Source: an optimization exercise on an open RTL-to-GDS flow (aim: small area). Production flows keep margins and buffers that such runs may drop. The RTL was checked by simulation tests, not by an equivalence proof against the original design. Power is estimated from default activity; no workload was simulated.

Setup of run 1:
## mips_core_top
module mips_core_top (
    input  logic        clk_i,
    input  logic        rst_n_i,
    input  logic        wb_cyc_i,
    input  logic        wb_stb_i,
    input  logic        wb_we_i,
    input  logic [5:0]  wb_adr_i,
    input  logic [31:0] wb_dat_i,
    output logic [31:0] wb_dat_o,
    output logic        wb_ack_o
);
    logic        ack_q;
    logic [31:0] regs [1:31];
    logic stb;
    assign stb      = wb_cyc_i & wb_stb_i;
    assign wb_ack_o = ack_q & stb;
    always_ff @(posedge clk_i) begin
        ack_q <= rst_n_i & stb & ~ack_q;
    end
    logic [5:0]  op;
    logic [5:0]  fn;
    logic [4:0]  rs;
    logic [4:0]  sa;
    assign op = wb_dat_i[31:26];
    assign rs = wb_dat_i[25:21];
    assign sa = wb_dat_i[10:6];
    assign fn = wb_dat_i[5:0];
    logic rtype;
    logic itype;
    logic fix_sh;
    logic var_sh;
    logic arith;
    logic valid;
    assign rtype  = (op == 6'b000000);
    assign itype  = (op[5:3] == 3'b001);
    assign fix_sh = (fn[5:2] == 4'b0000) && (fn[1:0] != 2'b01);
    assign var_sh = (fn[5:2] == 4'b0001) && (fn[1:0] != 2'b01);
    assign arith  = (fn[5:3] == 3'b100) || (fn[5:1] == 5'b10101);
    assign valid  = itype || (rtype && ((fix_sh && (rs == 5'd0)) || ((var_sh || arith) && (sa == 5'd0))));
    logic        rtype_q;
    logic [2:0]  f3_q;                          
    logic [4:0]  rt_q;
    logic [15:0] imm_q;                         
    logic        exe1_q;                        
    logic        exe2_q;                        
    logic [31:0] p_q;                           
    logic [31:0] g_q;                           
    logic [4:0]  amt_q;                         
    logic [4:0]  wd;
    logic        fwd;
    logic [31:0] result;
    assign wd = rtype_q ? imm_q[15:11] : rt_q;
    logic [31:0] immx;
    always_comb begin
        if (!f3_q[2]) begin
            immx = {{16{imm_q[15]}}, imm_q};
        end else if (f3_q[1:0] == 2'b11) begin
  ...
Size: roughly 1100 flip-flops, about 0.045 sq mm of cells after synthesis.
export LEC_CHECK = 0
export CAP_MARGIN = 5
export CORE_MARGIN = 2
export CORE_UTILIZATION = 60
export CTS_BUF_LIST = sky130_fd_sc_hd__clkbuf_8
export CTS_CLUSTER_DIAMETER = 70
export CTS_CLUSTER_SIZE = 16
export SETUP_SLACK_MARGIN = 0.05
export SLEW_MARGIN = 5
export SYNTH_HIERARCHICAL = 1
create_clock -name core_clock -period 6.0 [get_ports {clk_i}]
standard.sh (not shown) runs the stock make flow with config.mk's settings and CLKGATE_MAP_FILE= SYNTH_SCRIPT=/design/flow/synth_recipe.tcl, a recipe that flattens the netlist after the stock synthesis.
==> flow/flow/run.sh <==
#!/bin/bash
# The standard layout, with a plain buffer (not a delay cell) on each input and output port.
set -euo pipefail
bash standard.sh "BUFFER_PORTS_ARGS=-buffer_cell sky130_fd_sc_hd__buf_2" finish > orfs_make.log 2>&1
No stage failed in run 1, and the final checks on the layout all came back clean.
#### Input delta (run 2 over run 1)
- changing SLEW_MARGIN from 5 to 10
- changing CORE_UTILIZATION from 60 to 65
- setting PLACE_DENSITY to 0.75 for the first time
- changing CAP_MARGIN from 5 to 10
==> run notes <==
- Taking run 1 as the reference, in run 2 combinational group share of total power has remained practically unchanged; met3 track demand over resource in global routing now sits higher.
- Count of nets after finishing essentially unchanged between run 2 and run 1.
- Looking at run 1 and run 2, the final-layout clock-cell area share is a wash.
- Run 2 reports a lower share of the cycle needed by the critical path after routing than run 1 does.
- Run 2 ended with less arrival time reported for the critical path endpoint than run 1.
- Run 2 vs. run 1: layout overhead on the synthesized area level; routed length on met2 moved down; via count level.
- Run 2 finished end to end and its layout was clean on timing, DRC and antenna.
Input changes introduced in run 3 (baseline for comparison: run 2):
- a change of CAP_MARGIN from 10 to 20
- a change of CORE_UTILIZATION from 65 to 60
- a deleted PLACE_DENSITY that had been 0.75
- a change of CTS_CLUSTER_SIZE from 16 to 25
- a change of CTS_CLUSTER_DIAMETER from 70 to 90
- a change of SLEW_MARGIN from 10 to 20
- a change of CTS_BUF_LIST from sky130_fd_sc_hd__clkbuf_8 to sky130_fd_sc_hd__clkbuf_8 sky130_fd_sc_hd__clkbuf_16
- a change of SETUP_SLACK_MARGIN from 0.05 to 0.2
==> comparison <==
The top routing layer in use comes out met5 in one run and met4 in the other, namely in run 3 and run 2 respectively.
The number of filler cells placed in the layout number comes out lower for run 2 vs run 3.
Per the comparison of run 3 with run 2, final standard cell count with taps included and fillers excluded increased by 0.58% relative to the old numbers, half-perimeter wire length of the detailed placement result picked up an extra 6.1%, wire length of the first global-routing pass grew by 6500 um, area growth from synthesis to final layout saw an increase.
The worst-case vdd ir drop reported for run 3 is greater than that of run 2 by 19%.
Compared with run 2, in run 3 cell area moved up, later-pin clock latency in the skew report dropped 80 ps, maximum operating frequency up 2.8 MHz.
What run 4 does differently from run 3 at the input level:
- changing CORE_UTILIZATION from 60 to 65
- changing SLEW_MARGIN from 20 to 10
- changing CAP_MARGIN from 20 to 10
- changing SETUP_SLACK_MARGIN from 0.2 to 0.05
Findings:
The count of clock-buffer cells in the layout of run 4 falls short of that of run 3 by 1. The higher highest fanout seen on the critical path came out of run 3. NOTE: core region area in run 4 falls short of that of run 3.

* * *

mips_core_top, a different RTL version from the one above (not shown whole).
Size: ~1100 flip-flops, about 76 I/O pins.
Settings: LEC_CHECK=0, CAP_MARGIN=20, CORE_MARGIN=2, CORE_UTILIZATION=55, CTS_BUF_LIST=sky130_fd_sc_hd__clkbuf_8 sky130_fd_sc_hd__clkbuf_16, CTS_CLUSTER_DIAMETER=80, CTS_CLUSTER_SIZE=20, SETUP_SLACK_MARGIN=0.2, SLEW_MARGIN=20, SYNTH_HIERARCHICAL=1; clock period 6.0 ns.
run.sh (not shown) runs the stock make flow with config.mk's settings and CLKGATE_MAP_FILE= SYNTH_SCRIPT=/design/flow/synth_recipe.tcl, a recipe that flattens the netlist after the stock synthesis.
Stock flow here: none of the scripts above is used.
Then changed:
- CORE_UTILIZATION: 55 -> 65
- CTS_CLUSTER_DIAMETER: 80 -> 90
- CTS_CLUSTER_SIZE: 20 -> 25
What happened:
- The changed run completed with no timing, DRC or antenna violations
- combinational power barely changes
- total power drops by about 5%
- flip-flop and latch count is unchanged
- critical path depth shrinks by 2
- register-to-register slack degrades by 220 ps
- die area is lower by about 15%
- area after synthesis is unchanged
- final cell count is lower by about 4%
- sequential share of layout area grows by 1.1 points
- setup slack got worse by 86 ps
- sequential power hardly moves
Then changed:
- CORE_UTILIZATION: 65 -> 55
- CTS_BUF_LIST: sky130_fd_sc_hd__clkbuf_8 sky130_fd_sc_hd__clkbuf_16 -> sky130_fd_sc_hd__clkbuf_16
- CTS_CLUSTER_DIAMETER: 90 -> 100
- CTS_CLUSTER_SIZE: 25 -> 30
- SETUP_SLACK_MARGIN: 0.2 -> not set
=>
- With this change the flow produced a layout that fails on negative setup slack
- first-iteration DRC count falls by 12%
- power falls by 2.4%
- worst setup slack loses 360 ps
- wire length rises by 4.2%
- global-route usage falls by 4.7 points
- sequential share of layout area falls by 0.23 points
Then changed:
- CTS_BUF_LIST: sky130_fd_sc_hd__clkbuf_16 -> sky130_fd_sc_hd__clkbuf_8 sky130_fd_sc_hd__clkbuf_16
- CTS_CLUSTER_DIAMETER: 100 -> 80
- CTS_CLUSTER_SIZE: 30 -> 20
Result: The changed run finished with negative setup slack left; clock power climbs by about 25%; power goes up by 7.6%; core utilization rose by 0.75 points; area after synthesis stays the same; worst hold slack degrades by 9.1 ps; routed wire length is higher by 1.0%.

* * *

Another version of the RTL of mips_core_top (not shown whole).
For scale: roughly 1100 flip-flops.
==> flow/config.mk <==
export PLATFORM = sky130hd
export DESIGN_NAME = mips_core_top
export DESIGN_NICKNAME = mips_core_top
export VERILOG_FILES = /design/flow/design.v
export SDC_FILE = /design/flow/constraint.sdc
export NUM_CORES = 4
export LEC_CHECK = 0
export CAP_MARGIN = 10
export CORE_MARGIN = 2
export CORE_UTILIZATION = 55
export CTS_BUF_LIST = sky130_fd_sc_hd__clkbuf_8
export CTS_CLUSTER_SIZE = 30
export SLEW_MARGIN = 10
export SYNTH_HIERARCHICAL = 1
==> flow/constraint.sdc <==
create_clock -name core_clock -period 6.0 [get_ports {clk_i}]
set_input_delay 1.2000 -clock core_clock [delete_from_list [all_inputs] [get_ports {clk_i}]]
set_output_delay 1.2000 -clock core_clock [all_outputs]
set_load 0.01 [all_outputs]
The baseline finished but failed the layout checks on setup timing.
Then changed:
CAP_MARGIN = 20   (was 10)
CORE_UTILIZATION = 40   (was 55)
CTS_BUF_LIST = unset   (was sky130_fd_sc_hd__clkbuf_8)
CTS_CLUSTER_SIZE = unset   (was 30)
SLEW_MARGIN = 20   (was 10)
The new run finished but fails on setup timing. Wire length barely changes. Core utilization drops by 19 points. Sequential power is about the same. Total power is higher by a few percent.

* * *

== try-umber ==
mips_core_top with an RTL version that a note above also has.
Size: ~76 I/O pins, roughly 45000 µm² of cells after synthesis.
clock: 6.0 ns
lec_check: 0
cap_margin: 10
core_margin: 2
core_utilization: 60
cts_buf_list: sky130_fd_sc_hd__clkbuf_8 sky130_fd_sc_hd__clkbuf_16
cts_cluster_diameter: 90
cts_cluster_size: 25
setup_slack_margin: 0.05
slew_margin: 10
synth_hierarchical: 1
standard.sh (not shown) runs the stock make flow with config.mk's settings and CLKGATE_MAP_FILE= SYNTH_SCRIPT=/design/flow/synth_recipe.tcl, a recipe that flattens the netlist after the stock synthesis.
Scripts as last shown in full above: flow/flow/run.sh
try-umber: no failed stages, no open violations at the end
> inputs changed (try-umber -> try-lagoon)
diff --git a/flow/config.mk b/flow/config.mk
--- a/flow/config.mk
+++ b/flow/config.mk
@@ -6,5 +6,5 @@
 export NUM_CORES = 4
 export LEC_CHECK = 0
-export CAP_MARGIN = 10
+export CAP_MARGIN = 20
 export CORE_MARGIN = 2
 export CORE_UTILIZATION = 60
@@ -12,5 +12,6 @@
 export CTS_CLUSTER_DIAMETER = 90
 export CTS_CLUSTER_SIZE = 25
-export SETUP_SLACK_MARGIN = 0.05
-export SLEW_MARGIN = 10
+export GPL_TIMING_DRIVEN = 0
+export SETUP_SLACK_MARGIN = 0.2
+export SLEW_MARGIN = 20
 export SYNTH_HIERARCHICAL = 1
--- outcome ---
All of try-umber and try-lagoon finish clean. Taking try-umber as the reference, in try-lagoon least setup slack across all paths after layout shows a reduction of 62 ps, total power consumption of the routed design now sits higher, area occupied by multi-input gates grew by 290 µm². Clock skew was lower in try-lagoon than in try-umber. Net switching share of the total power (higher): try-lagoon. For try-umber, the endpoint of the worst setup timing path was wb_dat_o[11], unlike try-lagoon, where it was wb_dat_o[15].
Edits applied to the flow inputs when going from try-lagoon to try-nickel:
==> flow/run.sh (new file) <==
#!/bin/bash
# synth_recipe.tcl (not shown) runs the flow's synth.tcl, then flattens the netlist and writes it again
# the make line also repeats each setting of config.mk as NAME=value (left out here)
make -C /OpenROAD-flow-scripts/flow DESIGN_CONFIG=/design/flow/config.mk WORK_HOME=/design/flow/orfs CLKGATE_MAP_FILE= SYNTH_SCRIPT=/design/flow/synth_recipe.tcl finish
diff --git a/flow/config.mk b/flow/config.mk
--- a/flow/config.mk
+++ b/flow/config.mk
@@ -8,9 +8,8 @@
 export CAP_MARGIN = 20
 export CORE_MARGIN = 2
-export CORE_UTILIZATION = 60
+export CORE_UTILIZATION = 65
 export CTS_BUF_LIST = sky130_fd_sc_hd__clkbuf_8 sky130_fd_sc_hd__clkbuf_16
 export CTS_CLUSTER_DIAMETER = 90
 export CTS_CLUSTER_SIZE = 25
-export GPL_TIMING_DRIVEN = 0
 export SETUP_SLACK_MARGIN = 0.2
 export SLEW_MARGIN = 20
removed: flow/flow/run.sh
removed: flow/standard.sh
Findings:
- Leakage power (higher): try-nickel
- Reported for try-nickel and try-lagoon, leftover overflow at the end of global routing turned out identical to the last digit.
- Clock power (try-nickel vs. try-lagoon) increases by a few percent
- Relative to try-lagoon, the final cell area reported for try-nickel is higher.
- Core area: try-nickel vs try-lagoon down about 8%
- Compare try-nickel and try-lagoon | mean number of vias per cell lower: try-lagoon
- try-nickel vs. try-lagoon: minimum setup slack among reg-to-reg paths moved up, post-synthesis cell type count level.
> inputs changed (try-nickel -> try-delta)
==> flow/flow/run.sh (new file) <==
#!/bin/bash
# The standard layout, with a plain buffer (not a delay cell) on each input and output port.
set -euo pipefail
bash standard.sh "BUFFER_PORTS_ARGS=-buffer_cell sky130_fd_sc_hd__buf_2" finish > orfs_make.log 2>&1
==> flow/standard.sh (new file) <==
#!/bin/bash
# synth_recipe.tcl (not shown) runs the flow's synth.tcl, then flattens the netlist and writes it again
# the make line also repeats each setting of config.mk as NAME=value (left out here)
make -C /OpenROAD-flow-scripts/flow DESIGN_CONFIG=/design/flow/config.mk WORK_HOME=/design/flow/orfs CLKGATE_MAP_FILE= SYNTH_SCRIPT=/design/flow/synth_recipe.tcl "${@:-finish}"
==> flow/config.mk <==
export PLATFORM = sky130hd
export DESIGN_NAME = mips_core_top
export DESIGN_NICKNAME = mips_core_top
export VERILOG_FILES = /design/flow/design.v
export SDC_FILE = /design/flow/constraint.sdc
export NUM_CORES = 4
export LEC_CHECK = 0
export CAP_MARGIN = 10
export CORE_MARGIN = 2
export CORE_UTILIZATION = 60
export CTS_BUF_LIST = sky130_fd_sc_hd__clkbuf_8
export CTS_CLUSTER_DIAMETER = 70
export CTS_CLUSTER_SIZE = 16
export SETUP_SLACK_MARGIN = 0.05
export SLEW_MARGIN = 10
export SYNTH_HIERARCHICAL = 1
removed: flow/run.sh
==> run notes <==
- Switching power was lower in the run labelled try-delta.
- NOTE: count of cells resized by post-cts repair in try-delta falls short of that of try-nickel
- try-delta vs try-nickel, clock distribution area overhead in the final layout went down by 0.15 points.
- The run showing the greater slack of the worst reg-to-reg path is try-delta.

==> what the ideal ports hide <==
No port has a modelled driver above. Below, the same layouts with a new extraction and two added sets of constraints. Step 1 (the two cells are an assumption about what drives the block):
set clk [get_ports {clk_i}]
set_driving_cell -lib_cell sky130_fd_sc_hd__clkbuf_16 $clk
set_driving_cell -lib_cell sky130_fd_sc_hd__buf_2 [delete_from_list [all_inputs] $clk]
Step 2 adds t to the input delays and takes it off the output delays; t is the mean of the earliest and latest rising clock arrival at the registers after step 1. Input paths then give back, and output paths get back, about the clock's delay inside the block. Three values: no drivers, after step 1, after step 2; two values: the first two.
run	t, ns	setup WS [ns]	worst setup path after step 2	worst slew at a driven data input, ns
run 1	0.790	0.134 / 0.065 / 0.154	input to output	0.10
run 2	0.770	0.181 / 0.145 / 0.160	input to output	0.03
run 3	0.708	0.274 / 0.248 / 0.248	input to output	0.10
run 4	0.698	0.131 / 0.015 / 0.015	input to output	0.11
the first run of note 2	0.711	0.310 / 0.288 / 0.288	input to output	0.06
the second run of note 2	0.704	0.224 / 0.198 / 0.198	input to output	0.05
the third run of note 2	0.702	-0.136 / -0.159 / -0.159	input to output	0.06
the fourth run of note 2	0.707	-0.063 / -0.085 / -0.085	input to output	0.06
the first run of note 3	0.899	-0.198 / -0.256 / -1.067	input to register	0.08
the second run of note 3	0.748	-0.290 / -0.298 / -1.047	input to register	0.07
try-umber	0.708	0.180 / 0.152 / 0.152	input to output	0.10
try-lagoon	0.714	0.118 / 0.060 / 0.081	input to output	0.05
try-nickel	0.701	0.146 / 0.121 / 0.121	input to output	0.06
try-delta	0.790	0.134 / 0.065 / 0.154	input to output	0.10
The setup slack of the first run of note 3, which loses most, moves by -0.058 ns with the drivers and by -0.869 ns with both steps.
